What follows belongs to an exercise in optimizing a design on an open flow for small area and a short achievable clock period; a production flow would make more cautious choices. In this exercise RTL edits were held to simulation tests only and were not proved equivalent to the original. No driver is modelled on the clock port, so clocking that relies on it looks cheaper here than on a real chip. Power is estimated from default activity; no workload was simulated.

job 6558:
Design frameReadout, start of the top module:
module frameReadout (
	input logic clk,
	input logic rst,
	input logic [frameReadoutPkg::NumChan-1:0] strobe,
	input logic wrEn,
	input logic [frameReadoutPkg::ChanWidth-1:0] wrChan,
	input logic [frameReadoutPkg::AdrWidth-1:0] wrAdr,
	input logic [frameReadoutPkg::DataWidth-1:0] wrData,
	output logic txd,
	output logic busy
);
For scale: about 2300 cells after synthesis, about 830 flip-flops, ~26 I/O pins, ~26000 um2 of cells after synthesis.
==> flow/config.mk <==
export PLATFORM = sky130hd
export DESIGN_NAME = frameReadout
export DESIGN_NICKNAME = frameReadout
export VERILOG_FILES = /design/flow/design.v
export SDC_FILE = /design/flow/constraint.sdc
export NUM_CORES = 4
export LEC_CHECK = 0
export CAP_MARGIN = 20
export CORE_MARGIN = 2
export CORE_UTILIZATION = 40
export CTS_BUF_LIST = sky130_fd_sc_hd__clkbuf_8
export CTS_CLUSTER_DIAMETER = 50
export CTS_CLUSTER_SIZE = 15
export SETUP_SLACK_MARGIN = 3.2
export SLEW_MARGIN = 20
==> flow/constraint.sdc <==
create_clock -name core_clock -period 5.0 [get_ports {clk}]
set_input_delay 1.0000 -clock core_clock [delete_from_list [all_inputs] [get_ports {clk}]]
set_output_delay 1.0000 -clock core_clock [all_outputs]
set_load 0.01 [all_outputs]
standard.sh (not shown) runs the stock make flow with config.mk's settings and CLKGATE_MAP_FILE= SYNTH_SCRIPT=/design/flow/synth_recipe.tcl, a recipe that flattens the netlist after the stock synthesis.
==> flow/flow/run.sh <==
#!/bin/bash
set -euo pipefail
here=$(pwd)
res=$here/orfs/results/sky130hd/frameReadout/base
bash standard.sh cts > standard_cts.log 2>&1
CTS_ODB=$res/4_cts.odb OUT_ODB=$res/4_cts.odb openroad -no_init -exit flow/unroot.tcl > unroot.log 2>&1
bash standard.sh finish > standard_finish.log 2>&1
==> flow/flow/unroot.tcl <==
# Drop the clock tree's root buffer and let the clock port drive its loads, when they are few.
set db_file $::env(CTS_ODB)
read_db $db_file
set block [ord::get_db_block]
set port_net [[$block findBTerm clk] getNet]
set loads {}
foreach it [$port_net getITerms] { lappend loads $it }
puts "clock port loads: [llength $loads]"
if {[llength $loads] == 1} {
  set root [[lindex $loads 0] getInst]
  set out_net ""
  foreach it [$root getITerms] {
    if {[$it isOutputSignal]} { set out_net [$it getNet] }
  }
  set subs {}
  foreach it [$out_net getITerms] { if {[$it isInputSignal]} { lappend subs $it } }
  puts "root [$root getName] ([[$root getMaster] getName]) drives [llength $subs] pins"
  if {[llength $subs] <= 4} {
    foreach it $subs { $it disconnect; $it connect $port_net }
    odb::dbInst_destroy $root
    odb::dbNet_destroy $out_net
    puts "root buffer removed"
    write_db $::env(OUT_ODB)
  }
}
Job 6558 ran to completion and came out clean on the timing, design-rule and antenna checks.
> inputs changed (job 6558 -> job 7291)
==> flow/flow/run.sh <==
#!/bin/bash
set -euo pipefail
here=$(pwd)
res=$here/orfs/results/sky130hd/frameReadout/base
bash standard.sh 'BUFFER_PORTS_ARGS=-buffer_cell sky130_fd_sc_hd__buf_2' cts > standard_cts.log 2>&1
CTS_ODB=$res/4_cts.odb OUT_ODB=$res/4_cts.odb openroad -no_init -exit flow/unroot.tcl > unroot.log 2>&1
bash standard.sh finish > standard_finish.log 2>&1
-- flow/config.mk --
<<< job 6558, line 9
export CORE_MARGIN = 2
export CORE_UTILIZATION = 40
export CTS_BUF_LIST = sky130_fd_sc_hd__clkbuf_8
export CTS_CLUSTER_DIAMETER = 50
export CTS_CLUSTER_SIZE = 15
export SETUP_SLACK_MARGIN = 3.2
export SLEW_MARGIN = 20
>>> job 7291, line 9
export CORE_MARGIN = 2
export CORE_UTILIZATION = 40
export CTS_BUF_LIST = sky130_fd_sc_hd__clkbuf_16
export CTS_CLUSTER_DIAMETER = 80
export CTS_CLUSTER_SIZE = 30
export SETUP_SLACK_MARGIN = 3.2
export SLEW_MARGIN = 20
Job 7291 supports a higher top clock frequency than job 6558.
Of job 6558 and job 7291, the run reporting the higher core utilization was job 6558.
Going from job 6558 to job 7291, worst hold slack grows by 0.067 ns.
[compare] base=job 6558 new=job 7291: final cycle utilization of the critical path went down by 5.2 points; XOR/XNOR share of the synthesized area was more or less identical; minimum period implied by the final worst setup slack went down by 0.26 ns; synthesis-to-finish area growth went down by 2.5 points.
On reported sequential group power, job 6558 and job 7291 are neck and neck.
## Diff of input files: job 494 against job 7291
==> flow/flow/run.sh <==
#!/bin/bash
set -euo pipefail
here=$(pwd)
res=$here/orfs/results/sky130hd/frameReadout/base
bash standard.sh cts > standard_cts.log 2>&1
CTS_ODB=$res/4_cts.odb OUT_ODB=$res/4_cts.odb openroad -no_init -exit flow/unroot.tcl > unroot.log 2>&1
bash standard.sh finish > standard_finish.log 2>&1
-- flow/config.mk --
<<< job 7291, line 12
export CTS_CLUSTER_DIAMETER = 80
export CTS_CLUSTER_SIZE = 30
export SETUP_SLACK_MARGIN = 3.2
export SLEW_MARGIN = 20
>>> job 494, line 12
export CTS_CLUSTER_DIAMETER = 80
export CTS_CLUSTER_SIZE = 30
export SETUP_SLACK_MARGIN = 3.1
export SLEW_MARGIN = 20
### Flow results
Largest vdd supply drop, job 494 vs job 7291: down by more than 10%
Compared to job 7291, job 494 has final critical-path share of the clock period 0.36 points lower.
Diff job 7291 -> job 494 | final period demand of the worst path | decrease of 0.018 ns
Job 494 and job 7291 ended up with nearly the same growth of design area from synthesis to finish.
Changes observed in job 494 relative to job 7291: number of H-tree branching levels barely changed, clock network fraction of design power has decreased, die area held.
Cmp job 494 vs job 7291: final hold slack lower in job 494
Between job 494 and job 7291, the difference in sequential share of layout area is negligible.
Global-route usage delta (job 494 -> job 7291): insignificant

==> afterwards: timing with drivers on the ports <==
In the flow no input, the clock included, has a driving cell. The finished layouts below were timed again as built, in two steps.
Step 1 assumes that a clkbuf_16 drives the clock port and a buf_2 every other input.
Step 2 adds t to the input delays and takes it off the output delays; t is the mean of the earliest and latest rising clock arrival at the registers after step 1. Input paths then give back, and output paths get back, about the clock's delay inside the block.
a / b / c = ideal / step 1 / step 2; a / b = the first two.
run | t, ns | slack for setup (ns) | worst setup path after step 2 | latest minus earliest clock arrival (ns) | pins driven straight from the clock port
job 6558 | 0.712 | 2.807 / 2.752 / 2.633 | input to register | 0.043 / 0.043 | 1
job 7291 | 0.510 | 3.066 / 2.939 / 2.912 | input to register | 0.037 / 0.037 | 4
job 494 | 0.510 | 3.084 / 2.961 / 2.712 | input to register | 0.042 / 0.041 | 4
After both steps setup and hold are still met in every run listed. For job 494, which loses most, drivers alone change the setup slack by -0.123 ns; drivers and shift together by -0.372 ns.
